From an optimization exercise on the open Yosys and OpenROAD flow, aimed at small area, a short achievable clock period and few clock cycles per item; shortcuts taken in it are not production practice.
RTL that was checked went through simulation tests only; none was proved equivalent to the original.
Function not checked in run 2: the RTL went through the layout flow alone.
Power figures rest on the tool's default switching activity, not on a simulated workload.

==> flow/run.sh <==
#!/bin/bash
# synth_recipe.tcl (not shown) runs the flow's synth.tcl, then flattens the netlist and writes it again
# the make line also repeats each setting of config.mk as NAME=value (left out here)
make -C /OpenROAD-flow-scripts/flow DESIGN_CONFIG=/design/flow/config.mk WORK_HOME=/design/flow/orfs CLKGATE_MAP_FILE= SYNTH_SCRIPT=/design/flow/synth_recipe.tcl finish
==> flow/config.mk <==
export PLATFORM = sky130hd
export DESIGN_NAME = fft16_digit_reverse_buf
export DESIGN_NICKNAME = fft16_digit_reverse_buf
export VERILOG_FILES = /design/flow/design.v
export SDC_FILE = /design/flow/constraint.sdc
export NUM_CORES = 4
export LEC_CHECK = 0
export CAP_MARGIN = 20
export CORE_MARGIN = 2
export CORE_UTILIZATION = 40
export SLEW_MARGIN = 20
==> flow/constraint.sdc <==
create_clock -name core_clock -period 4.0 [get_ports {clk}]
set_input_delay 0.8000 -clock core_clock [delete_from_list [all_inputs] [get_ports {clk}]]
set_output_delay 0.8000 -clock core_clock [all_outputs]
set_load 0.01 [all_outputs]
==> flow/design.v <==
package fft16_pkg;
    localparam int DATA_W = 32;
    localparam int N      = 16;
    typedef struct packed {
        logic signed [DATA_W-1:0] re;
        logic signed [DATA_W-1:0] im;
    } cplx_t;
    typedef enum logic {
        RD_IDLE   = 1'b0,
        RD_STREAM = 1'b1
    } rd_state_e;
    function automatic logic [3:0] digit_rev4(input logic [3:0] idx);
        digit_rev4 = {idx[1:0], idx[3:2]};
    endfunction
endpackage
module fft16_bank_ram #(
    parameter int W     = 2 * fft16_pkg::DATA_W,
    parameter int DEPTH = fft16_pkg::N
) (
    input  logic                     clk,
    input  logic                     we,
    input  logic [$clog2(DEPTH)-1:0] waddr,
    input  logic [W-1:0]             wdata,
    input  logic [$clog2(DEPTH)-1:0] raddr,
    output logic [W-1:0]             rdata
);
    logic [W-1:0] mem_q [DEPTH];
    always_ff @(posedge clk) begin
        if (we) begin
            mem_q[waddr] <= wdata;
        end
    end
    assign rdata = mem_q[raddr];
endmodule
module fft16_digit_reverse_buf #(
    parameter int DATA_W = 32,
    parameter int N      = 16
) (
    input  logic                  clk,
    input  logic                  rst_n,
    input  logic                  in_valid,
    output logic                  in_ready,
    input  logic [DATA_W-1:0]     in_re,
    input  logic [DATA_W-1:0]     in_im,
    output logic                  out_valid,
    input  logic                  out_ready,
    output logic [DATA_W-1:0]     out_re,
    output logic [DATA_W-1:0]     out_im,
    output logic [3:0]            out_idx,
    output logic                  out_last
);
    fft16_pkg::rd_state_e state_q, state_d;
    logic [1:0]        full_q, full_d;
    logic              wb_q, wb_d, rb_q, rb_d;
    logic [3:0]        wcnt_q, wcnt_d, rcnt_q, rcnt_d;
    fft16_pkg::cplx_t  out_q, out_d;
    logic              out_valid_q, out_valid_d;
    logic [3:0]        out_idx_q, out_idx_d;
    logic              out_last_q, out_last_d;
    logic              wr_fire, wr_last;
    logic              rd_active, rd_load, rd_last;
    logic [3:0]        rd_addr;
    logic [1:0]        bank_we;
    fft16_pkg::cplx_t  wr_data, rd_data, rd_data_0, rd_data_1;
    assign in_ready = !full_q[wb_q];
    assign wr_fire  = in_valid && in_ready;
    assign wr_last  = wr_fire && (wcnt_q == 4'(N - 1));
    assign wr_data  = {in_re, in_im};
    assign bank_we  = {wr_fire && wb_q, wr_fire && !wb_q};
    assign rd_addr   = fft16_pkg::digit_rev4(rcnt_q);
    assign rd_data   = rb_q ? rd_data_1 : rd_data_0;
    assign rd_active = (state_q == fft16_pkg::RD_STREAM) || full_q[rb_q];
    assign rd_load   = rd_active && (!out_valid_q || out_ready);
    assign rd_last   = rd_load && (rcnt_q == 4'(N - 1));
    fft16_bank_ram #(.W(2 * DATA_W), .DEPTH(N)) u_bank_0 (
        .clk   (clk),
        .we    (bank_we[0]),
        .waddr (wcnt_q),
        .wdata (wr_data),
        .raddr (rd_addr),
        .rdata (rd_data_0)
    );
    fft16_bank_ram #(.W(2 * DATA_W), .DEPTH(N)) u_bank_1 (
        .clk   (clk),
        .we    (bank_we[1]),
        .waddr (wcnt_q),
        .wdata (wr_data),
        .raddr (rd_addr),
        .rdata (rd_data_1)
    );
    always_comb begin
        wcnt_d = wcnt_q;
        wb_d   = wb_q ^ wr_last;
        rcnt_d = rd_load ? rcnt_q + 4'd1 : rcnt_q;
        rb_d   = rb_q ^ rd_last;
        if (wr_fire) begin
            wcnt_d = wcnt_q + 4'd1;
        end
        for (int b = 0; b < 2; b++) begin
            full_d[b] = full_q[b];
            if (wr_last && (wb_q == 1'(b))) full_d[b] = 1'b1;
            if (rd_last && (rb_q == 1'(b))) full_d[b] = 1'b0;
        end
    end
    always_ff @(posedge clk or negedge rst_n) begin
        if (!rst_n) state_q <= fft16_pkg::RD_IDLE;
        else        state_q <= state_d;
    end
    always_comb begin
        state_d = state_q;
        case (state_q)
            fft16_pkg::RD_IDLE: begin
                if (full_q[rb_q]) state_d = fft16_pkg::RD_STREAM;
            end
            fft16_pkg::RD_STREAM: begin
                if (rd_last) begin
                    state_d = full_q[!rb_q] ? fft16_pkg::RD_STREAM : fft16_pkg::RD_IDLE;
                end
            end
            default: state_d = fft16_pkg::RD_IDLE;
        endcase
    end
    always_comb begin
        out_d       = out_q;
        out_valid_d = out_valid_q;
        out_idx_d   = out_idx_q;
        out_last_d  = out_last_q;
        if (rd_load) begin
            out_d       = rd_data;
            out_valid_d = 1'b1;
            out_idx_d   = rd_addr;
            out_last_d  = (rcnt_q == 4'(N - 1));
        end else if (out_ready) begin
            out_valid_d = 1'b0;
        end
    end
    always_ff @(posedge clk or negedge rst_n) begin
        if (!rst_n) begin
            full_q      <= '0;
            wb_q        <= 1'b0;
            rb_q        <= 1'b0;
            wcnt_q      <= '0;
            rcnt_q      <= '0;
            out_q       <= '0;
            out_valid_q <= 1'b0;
            out_idx_q   <= '0;
            out_last_q  <= 1'b0;
        end else begin
            full_q      <= full_d;
            wb_q        <= wb_d;
            rb_q        <= rb_d;
            wcnt_q      <= wcnt_d;
            rcnt_q      <= rcnt_d;
            out_q       <= out_d;
            out_valid_q <= out_valid_d;
            out_idx_q   <= out_idx_d;
            out_last_q  <= out_last_d;
        end
    end
    assign out_valid    = out_valid_q;
    assign out_re       = out_q.re;
    assign out_im       = out_q.im;
    assign out_idx      = out_idx_q;
    assign out_last     = out_last_q;
endmodule
==> summary.txt, run 1 <==
Synth Warn # = 2
Largest net degree at the start of global routing = 77
Data arrival time of the critical path = 2.64 ns
Final std cells w/o fill = 6662
DRT antenna net count = 0
Htree depth = 4
Net count, final = 3881
Fmax = 0.291 GHz
Commonest non-fill, non-tap cell in the layout = edfxtp_1
RSZ-0062 raised after global routing = no
Seq/Total Area, Yosys = 0.785
Ys async rst share = 0.0389
TritonRoute pass-1 iters = 5
Reg2Reg Setup Slack = 1.12 ns
Starting density of the core = 0.402
Site Rows = 165
Leading area contributor after synthesis = edfxtp_1
Reg clk slew, reported paths = 0.06 ns
Hold slack = 0.476 ns
WHS Path Cells = 2
FF+latch count, synth = 2131
I/O pin total = 139
Routed via count = 37377
Total CTS buffers = 209
Clk latency of the worst-skew pair = 0.83 ns
Synth Flop Type = edfxtp_1
Final Skew = 0.0406 ns
Worst R2R Path Depth = 7
Status = timing/DRC/antenna clean
Worst EP required = 3.20 ns
Distinct cells, synth = 41
Net Count, Synth = 3563
Post-synthesis area per instance = 23.2 µm²
Tightest Hold Check Type = reg2reg
Post-DP HPWL = 111000 µm
Worst Hold End = out_idx_q[0]
CTS Sinks = 2131
I/O Buffers = 138
Routability cong. = 0.762
Total gr overflow = 0
Crit start category = flip-flop
Synth Cell Area = 81000 µm²
Pleak = 29.4 nW
Crit path from = wb_q
Pwr/cell area = 687 nW/µm²
VDD IR-drop max = 0.447 mV
Syn Inst Count = 3486
Routed WL = 196000 µm
Final Critical Period = 3.44 ns
Final worst-path cycle share = 0.860
Kind of critical path = reg2out
Core area = 202000 µm²
Initial antenna violation count = 3
Via density = 5.61
Synth-to-layout area growth = 15.6%
WL/cell = 29.4 µm
Slew Limit Fails = 0
Hold path start = out_idx_q[0]
Final setup fails = 0
CTS root buffer = clkbuf_16
First-pass GRT wire length = 281000 µm
Worst Path Max Fanout = 5
Measured slew at the worst slew-check pin = 1.11 ns
Crit. End Element = primary output
Most frequent cells in the layout = edfxtp_1 (2048), mux4_2 (511), clkbuf_16 (211)
Rel. slew slack = 0.255
Final Hold Viols = 0
Max-Cap Viols = 0
Vias in the first global route = 38182
RR Startpoint = rcnt_q[2]
Clk buf depth = 3
Reg2Reg Capture Point = out_q[59]
Share of cells above drive strength 1 = 0.289
# DRC = 0
EDFF count, synth = 2048
GR Util All Layers = 0.190
Leading post-synthesis cells by cell area = edfxtp_1 (76%), mux4_2 (14%), dfrtp_1 (2.6%)
Height of the die = 454 µm
Die footprint = 206000 µm²
CTS tree = yes
Synth top area share = 0.759
Die width = 454 µm
Placed cells = 6262
Iteration-0 DRC Markers = 3730
cell usage after synthesis, types with 11 or more instances:
cell and count:
a21oi_1 35, edfxtp_1 2048, nand2_1 86, buf_2 77
mux2_2 105, a211oi_1 32, buf_4 29, o22ai_1 43
a22o_1 37, o21ai_0 11, nand3_1 15, nor2_1 46
dfrtp_1 83, buf_6 15, o211ai_1 18, buf_1 19
mux4_2 511, a221o_1 35, nor2b_1 37, clkbuf_1 50
mux2i_1 74
worst max path at each step:
stage | slack (ns) | cells after the start | end
after floorplan | -0.51 | 3 | u_bank_0.mem_q[11][0]
after global routing | 0.50 | 2 | in_ready
after detailed placement | 0.59 | 6 | u_bank_1.mem_q[13][25]
after global placement | 0.56 | 6 | u_bank_1.mem_q[13][25]
after CTS | 0.45 | 2 | in_ready
final | 0.56 | 2 | in_ready
metal layers:
layer | vias up | routed length (µm) | global-route usage
met2 | 1074 | 101000 | 0.324
li1 | 15533 | - | -
met3 | 242 | 9300 | 0.0255
met4 | 0 | 4140 | 0.0465
met5 | - | 0 | 0
met1 | 20528 | 82200 | 0.258
power breakdown:
group          switching [W]  leakage, nW  internal [W]
Combinational        0.00939         6.67       0.00847
Sequential           0.00113         19.4        0.0260
Clock                0.00830         3.32        0.0110
timing repair:
item                                   CTS  global route
setup endpoints to repair                0             0
endpoints found under the hold margin   15             0
hold buffers                             1             0
gates resized for setup                  0             0
setup buffers                            0             0
cell type report:
type                    count  area (µm²)
fillers                 16467      108000
flip-flops and latches   2131       63600
clock buffers             282        5710
clock inverters           114        1100
diodes                      1        2.50
multi-input cells        1158       16700
repair buffers            298        3250
inverters                   6        22.5
well taps                2672        3340
sequential cells by signal, summed over array words and instances, names as in the netlist:
name	flops
rcnt_q	4
out_last_q	1
u_bank_0.mem_q	1024
out_valid_q	1
out_q	64
wb_q	1
rb_q	1
full_q	2
state_q	1
wcnt_q	4
u_bank_1.mem_q	1024
out_idx_q	4
worst max-delay path, cell delays in order, from the launching register on:
cell             delay [ns]
dfrtp_1                0.44
mux2i_1                0.68
clkdlybuf4s50_1        0.69
cell families after synthesis:
logic type                 count (synthesis)  share of synthesized area
AOI/OAI and AO/OA                        238                     0.0220
muxes                                    690                      0.166
buffers and inverters                    197                     0.0131
xor gates and xnor gates                   6                   0.000649
adders and majority gates                  9                    0.00139
DFF                                     2131                      0.785
and+or+nand+nor                          215                     0.0124
per-stage QoR:
stage / util / setup TNS [ns] / setup WS (ns) / instance area [µm²] / total power (W)
global placement: 0.431 / 0 / 0.564 / 87000 / 0.0459
CTS: 0.465 / 0 / 0.454 / 93800 / 0.0652
detailed placement: 0.431 / 0 / 0.588 / 87000 / 0.0459
finish: 0.464 / 0 / 0.561 / 93700 / 0.0643
floorplan: - / -830.03 / -0.514 / 81000 / 0.0390
global route: 0.464 / 0 / 0.496 / 93700 / 0.0669
Testbench counts, summed over its fixed seeds: cycles 7,258, items 6,144.
==> run 2, diff against run 1 <==
==> flow/design.v (replaced) <==
package fft16_pkg;
    localparam int DATA_W = 32;
    localparam int N      = 16;
    typedef struct packed {
        logic signed [DATA_W-1:0] re;
        logic signed [DATA_W-1:0] im;
    } cplx_t;
    typedef enum logic {
        RD_IDLE   = 1'b0,
        RD_STREAM = 1'b1
    } rd_state_e;
    function automatic logic [3:0] digit_rev4(input logic [3:0] idx);
        digit_rev4 = {idx[1:0], idx[3:2]};
    endfunction
endpackage
module fft16_bank_ram #(
    parameter int W  = 2 * fft16_pkg::DATA_W,
    parameter int NS = 12
) (
    input  logic          clk,
    input  logic [NS-1:0] wsel,
    input  logic [W-1:0]  wdata,
    input  logic [NS-1:0] rsel,
    output logic [W-1:0]  rdata
);
    logic [W-1:0] mem_q [NS];
    always_ff @(posedge clk) begin
        for (int i = 0; i < NS; i++) begin
            if (wsel[i]) mem_q[i] <= wdata;
        end
    end
    always_comb begin
        rdata = '0;
        for (int i = 0; i < NS; i++) begin
            rdata = rdata | (mem_q[i] & {W{rsel[i]}});
        end
    end
endmodule
module fft16_digit_reverse_buf #(
    parameter int DATA_W = 32,
    parameter int N      = 16
) (
    input  logic                  clk,
    input  logic                  rst_n,
    input  logic                  in_valid,
    output logic                  in_ready,
    input  logic [DATA_W-1:0]     in_re,
    input  logic [DATA_W-1:0]     in_im,
    output logic                  out_valid,
    input  logic                  out_ready,
    output logic [DATA_W-1:0]     out_re,
    output logic [DATA_W-1:0]     out_im,
    output logic [3:0]            out_idx,
    output logic                  out_last
);
    localparam int NS = 12;
    logic [NS-1:0]     vld_q, vld_d;      
    logic [NS-1:0]     wsel_q, wsel_d;    
    logic [4:0]        tag_q [NS];        
    logic [3:0]        wcnt_q, rcnt_q;
    logic              wfrm_q, rfrm_q;
    logic [NS-1:0]     match;
    logic              avail, wr_fire, rd_load;
    logic [2*DATA_W-1:0] rd_data, out_q;
    logic              out_valid_q;
    logic [3:0]        out_idx_q;
    logic              out_last_q;
    assign in_ready = |wsel_q;
    assign wr_fire  = in_valid && in_ready;
    always_comb begin
        for (int i = 0; i < NS; i++) begin
            match[i] = vld_q[i] && (tag_q[i] == {rfrm_q, rcnt_q});
        end
    end
    assign avail   = |match;
    assign rd_load = avail && (!out_valid_q || out_ready);
    fft16_bank_ram #(.W(2 * DATA_W), .NS(NS)) u_pool (
        .clk   (clk),
        .wsel  (wsel_q),
        .wdata ({in_re, in_im}),
        .rsel  (match),
        .rdata (rd_data)
    );
    always_ff @(posedge clk) begin
        for (int i = 0; i < NS; i++) begin
            if (wsel_q[i]) tag_q[i] <= {wfrm_q, fft16_pkg::digit_rev4(wcnt_q)};
        end
    end
    always_comb begin
        vld_d = vld_q;
        if (wr_fire) vld_d = vld_d | wsel_q;
        if (rd_load) vld_d = vld_d & ~match;
        wsel_d = '0;
        for (int i = NS - 1; i >= 0; i--) begin
            if (!vld_d[i]) wsel_d = NS'(1) << i;
        end
    end
    always_ff @(posedge clk or negedge rst_n) begin
        if (!rst_n) begin
            vld_q       <= '0;
            wsel_q      <= NS'(1);
            wcnt_q      <= '0;
            wfrm_q      <= 1'b0;
            rcnt_q      <= '0;
            rfrm_q      <= 1'b0;
            out_valid_q <= 1'b0;
            out_idx_q   <= '0;
            out_last_q  <= 1'b0;
        end else begin
            vld_q  <= vld_d;
            wsel_q <= wsel_d;
            if (wr_fire) begin
                wcnt_q <= wcnt_q + 4'd1;
                if (wcnt_q == 4'(N - 1)) wfrm_q <= !wfrm_q;
            end
            if (rd_load) begin
                rcnt_q <= rcnt_q + 4'd1;
                if (rcnt_q == 4'(N - 1)) rfrm_q <= !rfrm_q;
                out_valid_q <= 1'b1;
                out_idx_q   <= fft16_pkg::digit_rev4(rcnt_q);
                out_last_q  <= (rcnt_q == 4'(N - 1));
            end else if (out_ready) begin
                out_valid_q <= 1'b0;
            end
        end
    end
    always_ff @(posedge clk) begin
        if (rd_load) out_q <= rd_data;
    end
    assign out_valid = out_valid_q;
    assign out_re    = out_q[2*DATA_W-1:DATA_W];
    assign out_im    = out_q[DATA_W-1:0];
    assign out_idx   = out_idx_q;
    assign out_last  = out_last_q;
endmodule
--- a/flow/config.mk
+++ b/flow/config.mk
@@ -8,4 +8,5 @@
 export CAP_MARGIN = 20
 export CORE_MARGIN = 2
 export CORE_UTILIZATION = 40
+export SETUP_SLACK_MARGIN = 2.0
 export SLEW_MARGIN = 20
==> run 2 against run 1 <==
  * Utilization rose by 6.1 points
  * Register-to-register slack improved by 0.19 ns
  * Sequential share of layout area fell by 3.2 points
  * Worst setup slack improved by 0.75 ns
  * Sequential power fell by 48%
==> summary.txt, run 2 <==
Synth Area in XOR/XNOR = 0.0187
Flop pwr share = 0.457
Synth Cell Area = 33100 µm²
Worst EP required = 4.55 ns
Final worst-path cycle share = 0.672
I/O pin total = 139
Fill cell count = 6282
Max incr delay on CP = 0.51 ns
Routability cong. = 0.782
Hold-fix buffers at CTS = 0
DRT antenna net count = 0
I/O Buffers = 138
Commonest non-fill, non-tap cell in the layout = edfxtp_1
Share of cells above drive strength 1 = 0.293
Clk buf depth = 3
Crit path from = rfrm_q
Place WS = 0.510 ns
Reg2Reg Capture Point = wsel_q[9]
Routed WL = 107000 µm
Routed via count = 19615
Worst R2R Path Depth = 11
Slowest stage cell, crit path = dfrtp_2
Sw Ratio = 0.307
Reg2Reg Setup Slack = 1.31 ns
RSZ-0062 raised after global routing = yes
FF+latch count, synth = 932
CTS root buffer = clkbuf_16
Vias in the first global route = 18762
Worst Path Max Fanout = 8
Kind of critical path = reg2reg
Post-synthesis area per instance = 19.3 µm²
Ys async rst share = 0.0429
Complex-gate fraction of the synthesized area = 0.0937
Final setup fails = 0
Seq/Total Area, Yosys = 0.840
Part of the power in the clock network = 0.267
RR Startpoint = rfrm_q
TritonRoute pass-1 iters = 6
Top post-synthesis cells by count = edfxtp_1 (892), a22oi_1 (210), a21oi_1 (84), nand2_1 (69), a222oi_1 (64)
Height of the die = 292 µm
Crit path top cell by count = buf_6
WL/cell = 33.6 µm
Site Rows = 105
Synth-to-layout area growth = 30.1%
Post-synthesis mux area share = 0.00204
Htree depth = 3
Net Count, Synth = 1784
Crit. End Element = flip-flop
Leading area contributor after synthesis = edfxtp_1
GR Util All Layers = 0.242
# DRC = 0
First-pass GRT wire length = 144000 µm
Simple-gate share of the synthesized area = 0.0313
Slew Limit Fails = 0
Reg clk slew, reported paths = 0.06 ns
Number of flip-flops under the largest register name = 768
Starting density of the core = 0.404
Initial antenna violation count = 10
Die footprint = 85100 µm²
Final Critical Period = 2.69 ns
Total CTS buffers = 86
Data arrival time of the critical path = 3.23 ns
Tightest Hold Check Type = in2async
Distinct cells, synth = 43
Die width = 292 µm
Most frequent cells in the layout = edfxtp_1 (892), a22oi_1 (160), clkbuf_16 (94)
Measured slew at the worst slew-check pin = 1.06 ns
Worst setup margin = 1.31 ns
Max-Cap Viols = 0
Post-synthesis adder-cell area fraction = 0.000756
Pleak = 14.4 nW
Fmax = 0.372 GHz
Synth Flop Type = edfxtp_1
Crit-path cells = buf_6, xor2_1, nor4_1, and3_4, buf_6, buf_16, o21ai_2, or4b_4, or2_4, buf_4, nor4_4
Net count, final = 2134
Core area = 82000 µm²
Count leader, synth = edfxtp_1
Syn Inst Count = 1714
Rel. slew slack = 0.293
Clk latency of the worst-skew pair = 0.66 ns
Leading post-synthesis cells by cell area = edfxtp_1 (81%), a22oi_1 (4.8%), dfrtp_1 (2.9%)
Internal power = 0.0216 W
Post-DP HPWL = 40300 µm
Pwr/cell area = 723 nW/µm²
Total gr overflow = 0
VDD IR-drop max = 0.415 mV
Top flop regs = u_pool.mem_q (768), out_q (64), tag_q (60)
Final Skew = 0.0349 ns
Crit start category = flip-flop
Sw Pwr = 0.00956 W
CTS tree = yes
Synth top area share = 0.809
Top reg by flops = u_pool.mem_q
Logic pwr share = 0.275
Largest family of logic cells by synthesized area = compound AO/OA/AOI/OAI gates
Via density = 6.12
Status = timing/DRC/antenna clean
Synth Warn # = 4
CTS Sinks = 932
Crit path to = wsel_q[9]
Largest net degree at the start of global routing = 54
TNS Setup = 0 ns
Final Hold Viols = 0
EDFF count, synth = 892
Iteration-0 DRC Markers = 3040
-- run 2: cell types whose count changed in the layout (fill, tap and decap cells not counted), moves of 50 or more --
cell / delta
edfxtp_1: -1156
mux4_2: -511
a22oi_2: +50
clkbuf_16: -117
mux2_2: -104
mux2i_1: -74
buf_16: +60
dfrtp_1: -56
a22oi_1: +154
buf_6: +50
a222oi_1: +64
-- run 2: cell type report --
cell class / count / area, µm² / share of cell area
Inverter: 4 / 18.8 / 0.000436
Timing Repair Buffer: 358 / 5050 / 0.117
Sequential cell: 932 / 27800 / 0.646
Clock buffer: 109 / 2300 / 0.0535
Clock inverter: 45 / 522 / 0.0121
Antenna cell: 3 / 7.51 / 0.000174
Multi-Input combinational cell: 682 / 5980 / 0.139
Tap cell: 1070 / 1340 / 0.0311
-- run 2: routing by layer --
metal / vias to the layer above / GRT usage / share of wire
met2: 1323 / 0.391 / 0.48
li1: 7864 / - / -
met3: 250 / 0.0652 / 0.11
met1: 10162 / 0.314 / 0.37
met4: 16 / 0.0899 / 0.039
met5: - / 0 / 0.00082
-- run 2: kinds of logic after synthesis --
family | Yosys count
compound gates | 409
xor+xnor | 68
fa+ha+maj | 2
buf+inv | 102
flops | 932
mux | 6
simple gates | 195
-- run 2: worst min-delay path by stage --
stage | from | end | slack [ns] | cells past startpoint
after global routing | rst_n | out_idx_q[0] | 0.39 | 1
after global placement | out_last_q | out_last_q | 0.50 | 1
after CTS | rst_n | rfrm_q | 0.32 | 1
after floorplan | rst_n | out_idx_q[0] | 0.50 | 0
after detailed placement | out_last_q | out_last_q | 0.50 | 1
final | rst_n | out_idx_q[0] | 0.32 | 1
-- run 2: repair_timing --
item                       CTS  global route
setup buffers               85            35
setup endpoints to repair  448           285
pin swaps                   67           108
cloned                      58             6
resized for setup          538           129
-- run 2: worst max-delay path: cells and delay by family (launching register included) --
kind / cells / cell delay, ns
compound gates: 1 / 0.14
xor+xnor: 1 / 0.17
flops: 1 / 0.51
buf+inv: 4 / 0.59
simple gates: 5 / 1.19
-- run 2: per-stage QoR --
| step | total power, W | hold WS (ns) | area (µm²) | util | std cells |
|---|---|---|---|---|---|
| 2_1_floorplan | 0.0169 | 0.503 | 33300 | - | 1714 |
| 3_3_place_gp | 0.0199 | 0.500 | 35900 | 0.438 | 2862 |
| 3_5_place_dp | 0.0200 | 0.496 | 35900 | 0.438 | 2862 |
| 4_1_cts | 0.0304 | 0.322 | 41900 | 0.511 | 3159 |
| 5_1_grt | 0.0320 | 0.386 | 43100 | 0.525 | 3201 |
| 6_report | 0.0311 | 0.315 | 43100 | 0.525 | 3203 |
-- run 2: power by group through the flow --
stage / clock, W / combinational, W / sequential (W)
floorplan: 0 / 0.00217 / 0.0148
global placement: 0 / 0.00516 / 0.0147
detailed placement: 0 / 0.00521 / 0.0148
CTS: 0.00836 / 0.00786 / 0.0142
global route: 0.00874 / 0.00891 / 0.0144
finish: 0.00832 / 0.00857 / 0.0142

==> static timing again, ports no longer ideal <==
Ports are ideal in the flow. The routed layouts listed here were re-timed in OpenROAD. Step 1: set_driving_cell puts a clkbuf_16 on clk and a buf_2 on each other input, an assumption about the parent block. Step 2, shift: input delay + t, output delay - t, t = (earliest + latest rising clock arrival at the registers) / 2. This alone moves slack from input paths to output paths. Slacks: ideal / step 1 / step 2; pairs: ideal / step 1.
run	t (ns)	setup slack, ns	hold slack, ns	latest minus earliest clock arrival (ns)
run 1	0.899	0.561 / 0.480 / 0.580	0.476 / 0.421 / 0.476	0.051 / 0.051
run 2	0.712	1.313 / 1.313 / 0.730	0.315 / 0.271 / 0.537	0.038 / 0.038
After both steps setup and hold are still met in every run listed. For run 2, which loses most, drivers alone change the setup slack by 0.000 ns; drivers and shift together by -0.583 ns.
